What follows belongs to an exercise in optimizing a design on an open flow for small area, a short achievable clock period and few clock cycles per item; a production flow would make more cautious choices. RTL that was checked went through simulation tests only; none was proved equivalent to the original. Power figures rest on the tool's default switching activity, not on a simulated workload.

## radio_pairing_slave_fsm_top
module radio_pairing_slave_fsm_top (
	input  logic                                 clk,
	input  logic                                 arst_n,
	input  logic                                 cfg_we,
	input  logic [rpsf_pkg::CFG_IDX_W-1:0]       cfg_index,
	input  logic [rpsf_pkg::ADDR_W-1:0]          cfg_data,
	input  logic                                 poll_valid,
	output logic                                 poll_ready,
	input  logic                                 poll_enable,
	input  logic [rpsf_pkg::TIME_W-1:0]          poll_now_ms,
	input  logic                                 poll_rx_valid,
	input  logic [rpsf_pkg::LEN_W-1:0]           poll_rx_length,
	input  logic [rpsf_pkg::CMD_W-1:0]           poll_rx_command,
	input  logic [rpsf_pkg::WORD_W-1:0]          poll_rx_magic,
	input  logic [rpsf_pkg::ADDR_W-1:0]          poll_rx_granted_address,
	output logic                                 result_valid,
	input  logic                                 result_ready,
	output logic                                 result_send_valid,
	output logic                                 result_send_kind,
	output logic [rpsf_pkg::WORD_W-1:0]          result_send_word,
	output logic [rpsf_pkg::ADDR_W-1:0]          result_send_address,
	output logic [rpsf_pkg::ADDR_W-1:0]          result_link_address,
	output logic                                 result_rx_flush,
	output logic [rpsf_pkg::PHASE_W-1:0]         result_phase,
	output logic [rpsf_pkg::COUNT_W-1:0]         result_verify_count,
	output logic                                 result_finish
);
For scale: roughly 1100 cells after synthesis, about 300 I/O pins, ~14000 sq um of cells after synthesis.
Settings: LEC_CHECK=0, CAP_MARGIN=20, CORE_MARGIN=2, CORE_UTILIZATION=65, CTS_CLUSTER_DIAMETER=100, CTS_CLUSTER_SIZE=30, SETUP_SLACK_MARGIN=2.9, SLEW_MARGIN=20, SYNTH_HIERARCHICAL=1; clock period 5.5 ns.
standard.sh (not shown) runs the stock make flow with config.mk's settings and CLKGATE_MAP_FILE= SYNTH_SCRIPT=/design/flow/synth_recipe.tcl, a recipe that flattens the netlist after the stock synthesis.
==> flow/flow/run.sh <==
#!/bin/bash
# Standard layout with two changes:
#  - the port buffers are the smallest buffer (buf_1) instead of the one
#    buffer_ports picks by default;
#  - the slow four-input OR/NOR cells, the three-input OR cells and the
#    4-stack AOI/OAI are added to
#    the don't-use list, so synthesis builds wide ORs from faster gates.
set -euo pipefail
export BUFFER_PORTS_ARGS="-buffer_cell sky130_fd_sc_hd__buf_1"
PLATFORM_DONT_USE="sky130_fd_sc_hd__lpflow_bleeder_1 sky130_fd_sc_hd__lpflow_clkbufkapwr_1 sky130_fd_sc_hd__lpflow_clkbufkapwr_16 sky130_fd_sc_hd__lpflow_clkbufkapwr_2 sky130_fd_sc_hd__lpflow_clkbufkapwr_4 sky130_fd_sc_hd__lpflow_clkbufkapwr_8 sky130_fd_sc_hd__lpflow_clkinvkapwr_1 sky130_fd_sc_hd__lpflow_clkinvkapwr_16 sky130_fd_sc_hd__lpflow_clkinvkapwr_2 sky130_fd_sc_hd__lpflow_clkinvkapwr_4 sky130_fd_sc_hd__lpflow_clkinvkapwr_8 sky130_fd_sc_hd__lpflow_decapkapwr_12 sky130_fd_sc_hd__lpflow_decapkapwr_3 sky130_fd_sc_hd__lpflow_decapkapwr_4 sky130_fd_sc_hd__lpflow_decapkapwr_6 sky130_fd_sc_hd__lpflow_decapkapwr_8 sky130_fd_sc_hd__lpflow_inputiso0n_1 sky130_fd_sc_hd__lpflow_inputiso0p_1 sky130_fd_sc_hd__lpflow_inputiso1n_1 sky130_fd_sc_hd__lpflow_inputiso1p_1 sky130_fd_sc_hd__lpflow_inputisolatch_1 sky130_fd_sc_hd__lpflow_isobufsrc_1 sky130_fd_sc_hd__lpflow_isobufsrc_16 sky130_fd_sc_hd__lpflow_isobufsrc_2 sky130_fd_sc_hd__lpflow_isobufsrc_4 sky130_fd_sc_hd__lpflow_isobufsrc_8 sky130_fd_sc_hd__lpflow_isobufsrckapwr_16 sky130_fd_sc_hd__lpflow_lsbuf_lh_hl_isowell_tap_1 sky130_fd_sc_hd__lpflow_lsbuf_lh_hl_isowell_tap_2 sky130_fd_sc_hd__lpflow_lsbuf_lh_hl_isowell_tap_4 sky130_fd_sc_hd__lpflow_lsbuf_lh_isowell_4 sky130_fd_sc_hd__lpflow_lsbuf_lh_isowell_tap_1 sky130_fd_sc_hd__lpflow_lsbuf_lh_isowell_tap_2 sky130_fd_sc_hd__lpflow_lsbuf_lh_isowell_tap_4 sky130_fd_sc_hd__probe_p_8 sky130_fd_sc_hd__probec_p_8 "
EXTRA_DONT_USE="sky130_fd_sc_hd__a2111o_1 sky130_fd_sc_hd__a2111o_2 sky130_fd_sc_hd__a2111o_4 sky130_fd_sc_hd__a2111oi_0 sky130_fd_sc_hd__a2111oi_1 sky130_fd_sc_hd__a2111oi_2 sky130_fd_sc_hd__a2111oi_4 sky130_fd_sc_hd__nor4_1 sky130_fd_sc_hd__nor4_2 sky130_fd_sc_hd__nor4_4 sky130_fd_sc_hd__nor4b_1 sky130_fd_sc_hd__nor4b_2 sky130_fd_sc_hd__nor4b_4 sky130_fd_sc_hd__nor4bb_1 sky130_fd_sc_hd__nor4bb_2 sky130_fd_sc_hd__nor4bb_4 sky130_fd_sc_hd__o2111a_1 sky130_fd_sc_hd__o2111a_2 sky130_fd_sc_hd__o2111a_4 sky130_fd_sc_hd__o2111ai_1 sky130_fd_sc_hd__o2111ai_2 sky130_fd_sc_hd__o2111ai_4 sky130_fd_sc_hd__or4_1 sky130_fd_sc_hd__or4_2 sky130_fd_sc_hd__or4_4 sky130_fd_sc_hd__or4b_1 sky130_fd_sc_hd__or4b_2 sky130_fd_sc_hd__or4b_4 sky130_fd_sc_hd__or4bb_1 sky130_fd_sc_hd__or4bb_2 sky130_fd_sc_hd__or4bb_4 sky130_fd_sc_hd__or3_1 sky130_fd_sc_hd__or3_2 sky130_fd_sc_hd__or3_4 sky130_fd_sc_hd__or3b_1 sky130_fd_sc_hd__or3b_2 sky130_fd_sc_hd__or3b_4"
bash standard.sh DONT_USE_CELLS="$PLATFORM_DONT_USE $EXTRA_DONT_USE" finish > standard_flow.log 2>&1
Testbench counts at the start, summed over its fixed seeds: cycles 24,008, items 24,000.
Then changed:
--- a/flow/design.v
+++ b/flow/design.v
@@ -87,12 +87,13 @@
 	logic                         goal_q;
 	logic [rpsf_pkg::ADDR_W-1:0]  link_q;
 	logic                         valid_q;
 	logic                         send_q;
 	logic                         event_q;
 	logic                         pong_q, request_q;
+	logic [rpsf_pkg::WORD_W-1:0]  word_sn, word_dn;
 	logic                         init1_q, init2_q;
 	logic [7:0]                   cfg_en;
 	logic [rpsf_pkg::ADDR_W-1:0]  cfg_wd [8];
 	logic                         fire;
 	logic                         in_idle, in_send, in_wait, in_verify, in_done;
 	logic                         resp_ok, ping_ok;
@@ -302,14 +303,17 @@
 			event_q <= poll_enable && ((in_wait && resp_ok) || in_done);
 		end
 	end
 	assign result_valid        = valid_q;
 	assign result_send_valid   = send_q;
 	assign result_send_kind    = pong_q;
-	assign result_send_word    = (slave_magic_q & {rpsf_pkg::WORD_W{pong_q}})
-		| (device_id_q & {rpsf_pkg::WORD_W{request_q}});
+	rpsf_nand2x16 u_wd_sl (.x(slave_magic_q[15:0]), .s(pong_q), .yn(word_sn[15:0]));
+	rpsf_nand2x16 u_wd_sh (.x(slave_magic_q[31:16]), .s(pong_q), .yn(word_sn[31:16]));
+	rpsf_nand2x16 u_wd_dl (.x(device_id_q[15:0]), .s(request_q), .yn(word_dn[15:0]));
+	rpsf_nand2x16 u_wd_dh (.x(device_id_q[31:16]), .s(request_q), .yn(word_dn[31:16]));
+	assign result_send_word    = ~(word_sn & word_dn);
 	assign result_send_address = send_q ? link_q : '0;
 	assign result_link_address = link_q;
 	assign result_rx_flush     = event_q && !phase_q[2];
 	assign result_phase        = phase_q;
 	assign result_verify_count = count_q;
 	assign result_finish       = event_q && phase_q[2];
Effect: Core utilization grows by 2.1 points; worst setup slack loses 57 ps; sequential cell count stays the same; total power came out higher by 8.3%; final cell count rose by about 4%; final area came out higher by about 5.5%; wire length goes up by about 4.3%; via count went up by about 3.4%; sequential share of layout area fell by 2.6 points; global-route usage is higher by 1.1 points; critical path depth goes up by 1; sequential power grows by about 2%; synthesized cell count went up by 5.9%.
Function not checked in the second run of this note: the RTL went through the layout flow alone.

---

## job 6973
Another version of the RTL of radio_pairing_slave_fsm_top (not shown whole).
Size in the first run: roughly 1100 cells after synthesis, about 300 I/O pins.
==> module rpsf_sel3, before the edit <==
module rpsf_sel3 (
	input  logic [15:0] a, b, c,
	input  logic        sa, sb, sc,
	output logic [15:0] yn
);
	assign yn = ~((a & {16{sa}}) | (b & {16{sb}}) | (c & {16{sc}}));
endmodule
export LEC_CHECK = 0
export CAP_MARGIN = 20
export CORE_MARGIN = 2
export CORE_UTILIZATION = 65
export CTS_CLUSTER_DIAMETER = 100
export CTS_CLUSTER_SIZE = 24
export SETUP_SLACK_MARGIN = 2.5
export SLEW_MARGIN = 20
export SYNTH_HIERARCHICAL = 1
create_clock -name core_clock -period 5.5 [get_ports {clk}]
==> flow/flow/run.sh <==
#!/bin/bash
# Standard layout with two changes:
#  - the port buffers are the smallest buffer (buf_1) instead of the one
#    buffer_ports picks by default;
#  - the slow four-input OR/NOR cells (and the 4-stack AOI/OAI) are added to
#    the don't-use list, so synthesis builds wide ORs from faster gates.
set -euo pipefail
export BUFFER_PORTS_ARGS="-buffer_cell sky130_fd_sc_hd__buf_1"
PLATFORM_DONT_USE="sky130_fd_sc_hd__lpflow_bleeder_1 sky130_fd_sc_hd__lpflow_clkbufkapwr_1 sky130_fd_sc_hd__lpflow_clkbufkapwr_16 sky130_fd_sc_hd__lpflow_clkbufkapwr_2 sky130_fd_sc_hd__lpflow_clkbufkapwr_4 sky130_fd_sc_hd__lpflow_clkbufkapwr_8 sky130_fd_sc_hd__lpflow_clkinvkapwr_1 sky130_fd_sc_hd__lpflow_clkinvkapwr_16 sky130_fd_sc_hd__lpflow_clkinvkapwr_2 sky130_fd_sc_hd__lpflow_clkinvkapwr_4 sky130_fd_sc_hd__lpflow_clkinvkapwr_8 sky130_fd_sc_hd__lpflow_decapkapwr_12 sky130_fd_sc_hd__lpflow_decapkapwr_3 sky130_fd_sc_hd__lpflow_decapkapwr_4 sky130_fd_sc_hd__lpflow_decapkapwr_6 sky130_fd_sc_hd__lpflow_decapkapwr_8 sky130_fd_sc_hd__lpflow_inputiso0n_1 sky130_fd_sc_hd__lpflow_inputiso0p_1 sky130_fd_sc_hd__lpflow_inputiso1n_1 sky130_fd_sc_hd__lpflow_inputiso1p_1 sky130_fd_sc_hd__lpflow_inputisolatch_1 sky130_fd_sc_hd__lpflow_isobufsrc_1 sky130_fd_sc_hd__lpflow_isobufsrc_16 sky130_fd_sc_hd__lpflow_isobufsrc_2 sky130_fd_sc_hd__lpflow_isobufsrc_4 sky130_fd_sc_hd__lpflow_isobufsrc_8 sky130_fd_sc_hd__lpflow_isobufsrckapwr_16 sky130_fd_sc_hd__lpflow_lsbuf_lh_hl_isowell_tap_1 sky130_fd_sc_hd__lpflow_lsbuf_lh_hl_isowell_tap_2 sky130_fd_sc_hd__lpflow_lsbuf_lh_hl_isowell_tap_4 sky130_fd_sc_hd__lpflow_lsbuf_lh_isowell_4 sky130_fd_sc_hd__lpflow_lsbuf_lh_isowell_tap_1 sky130_fd_sc_hd__lpflow_lsbuf_lh_isowell_tap_2 sky130_fd_sc_hd__lpflow_lsbuf_lh_isowell_tap_4 sky130_fd_sc_hd__probe_p_8 sky130_fd_sc_hd__probec_p_8 "
EXTRA_DONT_USE="sky130_fd_sc_hd__a2111o_1 sky130_fd_sc_hd__a2111o_2 sky130_fd_sc_hd__a2111o_4 sky130_fd_sc_hd__a2111oi_0 sky130_fd_sc_hd__a2111oi_1 sky130_fd_sc_hd__a2111oi_2 sky130_fd_sc_hd__a2111oi_4 sky130_fd_sc_hd__nor4_1 sky130_fd_sc_hd__nor4_2 sky130_fd_sc_hd__nor4_4 sky130_fd_sc_hd__nor4b_1 sky130_fd_sc_hd__nor4b_2 sky130_fd_sc_hd__nor4b_4 sky130_fd_sc_hd__nor4bb_1 sky130_fd_sc_hd__nor4bb_2 sky130_fd_sc_hd__nor4bb_4 sky130_fd_sc_hd__o2111a_1 sky130_fd_sc_hd__o2111a_2 sky130_fd_sc_hd__o2111a_4 sky130_fd_sc_hd__o2111ai_1 sky130_fd_sc_hd__o2111ai_2 sky130_fd_sc_hd__o2111ai_4 sky130_fd_sc_hd__or4_1 sky130_fd_sc_hd__or4_2 sky130_fd_sc_hd__or4_4 sky130_fd_sc_hd__or4b_1 sky130_fd_sc_hd__or4b_2 sky130_fd_sc_hd__or4b_4 sky130_fd_sc_hd__or4bb_1 sky130_fd_sc_hd__or4bb_2 sky130_fd_sc_hd__or4bb_4"
bash standard.sh DONT_USE_CELLS="$PLATFORM_DONT_USE $EXTRA_DONT_USE" finish > standard_flow.log 2>&1
What job 4420 does differently from job 6973 at the input level:
--- a/flow/design.v
+++ b/flow/design.v
@@ -368,5 +368,16 @@
 	output logic [15:0] yn
 );
-	assign yn = ~((a & {16{sa}}) | (b & {16{sb}}) | (c & {16{sc}}));
+	logic [15:0] an, bn, cn;
+	rpsf_nand2x16 u_a (.x(a), .s(sa), .yn(an));
+	rpsf_nand2x16 u_b (.x(b), .s(sb), .yn(bn));
+	rpsf_nand2x16 u_c (.x(c), .s(sc), .yn(cn));
+	assign yn = an & bn & cn;
+endmodule
+module rpsf_nand2x16 (
+	input  logic [15:0] x,
+	input  logic        s,
+	output logic [15:0] yn
+);
+	assign yn = ~(x & {16{s}});
 endmodule
 module rpsf_ao21 (
## What came out
- Per the final summary, job 4420 finished and its layout is clean on timing, DRC and antenna.
- Job 4420 vs. job 6973: setup slack of the critical path after layout +120 ps; met3 wire length +about 9%; sequential share of layout area -0.64 points.
- Changes observed in job 4420 relative to job 6973: cell area has increased, first-pass GRT wire length has increased.
- Cell type of the slowest stage on the worst timing path: sky130_fd_sc_hd__nor3_1 -> job 4420, sky130_fd_sc_hd__a222oi_1 -> job 6973
- Job 4420 has power of the combinational group above what job 6973 had.
- Final cell count was higher in job 4420 than in job 6973.
Function was not checked in any run of this note: the RTL went through the layout flow alone.

---

radio_pairing_slave_fsm_top with an RTL version that a note above also has.
Size in the first run: roughly 1100 cells after synthesis, ~300 I/O pins, roughly 14000 sq um of cells after synthesis.
Design radio_pairing_slave_fsm_top, start of the top module:
module radio_pairing_slave_fsm_top (
	input  logic                                 clk,
	input  logic                                 arst_n,
	input  logic                                 cfg_we,
	input  logic [rpsf_pkg::CFG_IDX_W-1:0]       cfg_index,
	input  logic [rpsf_pkg::ADDR_W-1:0]          cfg_data,
	input  logic                                 poll_valid,
	output logic                                 poll_ready,
	input  logic                                 poll_enable,
	input  logic [rpsf_pkg::TIME_W-1:0]          poll_now_ms,
	input  logic                                 poll_rx_valid,
	input  logic [rpsf_pkg::LEN_W-1:0]           poll_rx_length,
	input  logic [rpsf_pkg::CMD_W-1:0]           poll_rx_command,
	input  logic [rpsf_pkg::WORD_W-1:0]          poll_rx_magic,
	input  logic [rpsf_pkg::ADDR_W-1:0]          poll_rx_granted_address,
	output logic                                 result_valid,
	input  logic                                 result_ready,
	output logic                                 result_send_valid,
	output logic                                 result_send_kind,
	output logic [rpsf_pkg::WORD_W-1:0]          result_send_word,
	output logic [rpsf_pkg::ADDR_W-1:0]          result_send_address,
	output logic [rpsf_pkg::ADDR_W-1:0]          result_link_address,
	output logic                                 result_rx_flush,
	output logic [rpsf_pkg::PHASE_W-1:0]         result_phase,
	output logic [rpsf_pkg::COUNT_W-1:0]         result_verify_count,
	output logic                                 result_finish
);
==> flow/config.mk <==
export PLATFORM = sky130hd
export DESIGN_NAME = radio_pairing_slave_fsm_top
export DESIGN_NICKNAME = radio_pairing_slave_fsm_top
export VERILOG_FILES = /design/flow/design.v
export SDC_FILE = /design/flow/constraint.sdc
export NUM_CORES = 4
export LEC_CHECK = 0
export CAP_MARGIN = 20
export CORE_MARGIN = 2
export CORE_UTILIZATION = 65
export CTS_CLUSTER_DIAMETER = 100
export CTS_CLUSTER_SIZE = 30
export SETUP_SLACK_MARGIN = 2.8
export SLEW_MARGIN = 20
export SYNTH_HIERARCHICAL = 1
==> flow/constraint.sdc <==
create_clock -name core_clock -period 5.5 [get_ports {clk}]
set_input_delay 1.1000 -clock core_clock [delete_from_list [all_inputs] [get_ports {clk}]]
set_output_delay 1.1000 -clock core_clock [all_outputs]
set_load 0.01 [all_outputs]
==> flow/flow/run.sh <==
#!/bin/bash
# Standard layout with two changes:
#  - the port buffers are the smallest buffer (buf_1) instead of the one
#    buffer_ports picks by default;
#  - the slow four-input OR/NOR cells, the three-input OR cells and the
#    4-stack AOI/OAI are added to
#    the don't-use list, so synthesis builds wide ORs from faster gates.
set -euo pipefail
export BUFFER_PORTS_ARGS="-buffer_cell sky130_fd_sc_hd__buf_1"
PLATFORM_DONT_USE="sky130_fd_sc_hd__lpflow_bleeder_1 sky130_fd_sc_hd__lpflow_clkbufkapwr_1 sky130_fd_sc_hd__lpflow_clkbufkapwr_16 sky130_fd_sc_hd__lpflow_clkbufkapwr_2 sky130_fd_sc_hd__lpflow_clkbufkapwr_4 sky130_fd_sc_hd__lpflow_clkbufkapwr_8 sky130_fd_sc_hd__lpflow_clkinvkapwr_1 sky130_fd_sc_hd__lpflow_clkinvkapwr_16 sky130_fd_sc_hd__lpflow_clkinvkapwr_2 sky130_fd_sc_hd__lpflow_clkinvkapwr_4 sky130_fd_sc_hd__lpflow_clkinvkapwr_8 sky130_fd_sc_hd__lpflow_decapkapwr_12 sky130_fd_sc_hd__lpflow_decapkapwr_3 sky130_fd_sc_hd__lpflow_decapkapwr_4 sky130_fd_sc_hd__lpflow_decapkapwr_6 sky130_fd_sc_hd__lpflow_decapkapwr_8 sky130_fd_sc_hd__lpflow_inputiso0n_1 sky130_fd_sc_hd__lpflow_inputiso0p_1 sky130_fd_sc_hd__lpflow_inputiso1n_1 sky130_fd_sc_hd__lpflow_inputiso1p_1 sky130_fd_sc_hd__lpflow_inputisolatch_1 sky130_fd_sc_hd__lpflow_isobufsrc_1 sky130_fd_sc_hd__lpflow_isobufsrc_16 sky130_fd_sc_hd__lpflow_isobufsrc_2 sky130_fd_sc_hd__lpflow_isobufsrc_4 sky130_fd_sc_hd__lpflow_isobufsrc_8 sky130_fd_sc_hd__lpflow_isobufsrckapwr_16 sky130_fd_sc_hd__lpflow_lsbuf_lh_hl_isowell_tap_1 sky130_fd_sc_hd__lpflow_lsbuf_lh_hl_isowell_tap_2 sky130_fd_sc_hd__lpflow_lsbuf_lh_hl_isowell_tap_4 sky130_fd_sc_hd__lpflow_lsbuf_lh_isowell_4 sky130_fd_sc_hd__lpflow_lsbuf_lh_isowell_tap_1 sky130_fd_sc_hd__lpflow_lsbuf_lh_isowell_tap_2 sky130_fd_sc_hd__lpflow_lsbuf_lh_isowell_tap_4 sky130_fd_sc_hd__probe_p_8 sky130_fd_sc_hd__probec_p_8 "
EXTRA_DONT_USE="sky130_fd_sc_hd__a2111o_1 sky130_fd_sc_hd__a2111o_2 sky130_fd_sc_hd__a2111o_4 sky130_fd_sc_hd__a2111oi_0 sky130_fd_sc_hd__a2111oi_1 sky130_fd_sc_hd__a2111oi_2 sky130_fd_sc_hd__a2111oi_4 sky130_fd_sc_hd__nor4_1 sky130_fd_sc_hd__nor4_2 sky130_fd_sc_hd__nor4_4 sky130_fd_sc_hd__nor4b_1 sky130_fd_sc_hd__nor4b_2 sky130_fd_sc_hd__nor4b_4 sky130_fd_sc_hd__nor4bb_1 sky130_fd_sc_hd__nor4bb_2 sky130_fd_sc_hd__nor4bb_4 sky130_fd_sc_hd__o2111a_1 sky130_fd_sc_hd__o2111a_2 sky130_fd_sc_hd__o2111a_4 sky130_fd_sc_hd__o2111ai_1 sky130_fd_sc_hd__o2111ai_2 sky130_fd_sc_hd__o2111ai_4 sky130_fd_sc_hd__or4_1 sky130_fd_sc_hd__or4_2 sky130_fd_sc_hd__or4_4 sky130_fd_sc_hd__or4b_1 sky130_fd_sc_hd__or4b_2 sky130_fd_sc_hd__or4b_4 sky130_fd_sc_hd__or4bb_1 sky130_fd_sc_hd__or4bb_2 sky130_fd_sc_hd__or4bb_4 sky130_fd_sc_hd__or3_1 sky130_fd_sc_hd__or3_2 sky130_fd_sc_hd__or3_4 sky130_fd_sc_hd__or3b_1 sky130_fd_sc_hd__or3b_2 sky130_fd_sc_hd__or3b_4"
bash standard.sh DONT_USE_CELLS="$PLATFORM_DONT_USE $EXTRA_DONT_USE" finish > standard_flow.log 2>&1
Testbench counts at the start, summed over its fixed seeds: cycles 24,008, items 24,000.
Next try:
--- a/flow/design.v
+++ b/flow/design.v
@@ -115,25 +115,25 @@
 		case (i)
 			0: cfg_rst = rpsf_pkg::DEFAULT_ADDRESS_RST;
 			1: cfg_rst = rpsf_pkg::ADDR_W'(rpsf_pkg::DEVICE_ID_RST);
 			2: cfg_rst = rpsf_pkg::ADDR_W'(rpsf_pkg::HOST_MAGIC_RST);
 			3: cfg_rst = rpsf_pkg::ADDR_W'(rpsf_pkg::SLAVE_MAGIC_RST);
 			4: cfg_rst = rpsf_pkg::ADDR_W'(rpsf_pkg::VERIFY_TARGET_RST);
 			5: cfg_rst = rpsf_pkg::ADDR_W'(rpsf_pkg::RESPONSE_TMO_RST);
 			6: cfg_rst = rpsf_pkg::ADDR_W'(rpsf_pkg::VERIFY_TMO_RST);
 			default: cfg_rst = rpsf_pkg::ADDR_W'(rpsf_pkg::SILENT_DONE_RST);
 		endcase
 	endfunction
 	rpsf_ao21 u_ready (.a(idle_ok_q), .b(result_ready), .c(cfg_ok_q), .y(poll_ready));
-	assign fire       = poll_valid && poll_ready;
+	assign fire       = poll_valid && (idle_ok_q || (result_ready && cfg_ok_q));
 	always_ff @(posedge clk or negedge arst_n) begin
 		if (!arst_n) begin
 			init1_q <= 1'b0;
 			init2_q <= 1'b0;
 		end else begin
 			init1_q <= 1'b1;
 			init2_q <= init1_q;
 		end
 	end
 	always_comb begin
 		for (int i = 0; i < 8; i++) begin
 			cfg_en[i] = !init1_q || (cfg_we && (cfg_index == i));
=> Non-clock buffer count went down by 1. Power shrinks by 2.1%. Design area is higher by 1.1%. Setup slack gets worse by 0.0032 ns. Sequential share of layout area fell by 0.57 points. Count of clock-buffer cells in the layout is higher by 3. Die area goes down by 0.94%. Global-route usage goes down by 0.82 points. Hold slack gets better by 0.017 ns. Maximum frequency hardly moves. Via count drops by 1.1%. Register-to-register slack got worse by 0.10 ns. Wire length came out lower by 1.1%. Area after synthesis came out lower by 0.97%.
For the second run of this note, only the layout was checked, not whether the RTL still works.

what the ideal ports hide:
Ports are ideal in the flow. The routed layouts listed here were re-timed in OpenROAD.
Step 1 sets driving cells, clkbuf_16 on the clock port and buf_2 on the other inputs (assumed; they add their load-dependent delay and slew).
Step 2, shift: input delay + t, output delay - t, t = (earliest + latest rising clock arrival at the registers) / 2. This alone moves slack from input paths to output paths.
Slacks: no drivers / after step 1 / after step 2; pairs: no drivers / after step 1.
run	t (ns)	setup slack, ns	hold slack, ns	worst data-port slew with drivers (ns)	cell pins on the clock port's net
the first run of note 1	0.531	2.770 / 2.723 / 2.270	0.534 / 0.528 / 0.534	0.08	1
the second run of note 1	0.552	2.712 / 2.663 / 2.264	0.537 / 0.537 / 0.537	0.08	1
job 6973	0.551	2.397 / 2.413 / 1.872	0.431 / 0.431 / 0.431	0.09	1
job 4420	0.542	2.516 / 2.523 / 1.992	0.535 / 0.535 / 0.535	0.06	1
the first run of note 3	0.540	2.788 / 2.789 / 2.271	0.528 / 0.528 / 0.528	0.12	1
the second run of note 3	0.529	2.784 / 2.769 / 2.278	0.545 / 0.545 / 0.545	0.08	1
After both steps every run listed still meets setup and hold. For job 6973, which loses most, drivers alone change the setup slack by +0.016 ns; drivers and shift together by -0.525 ns.
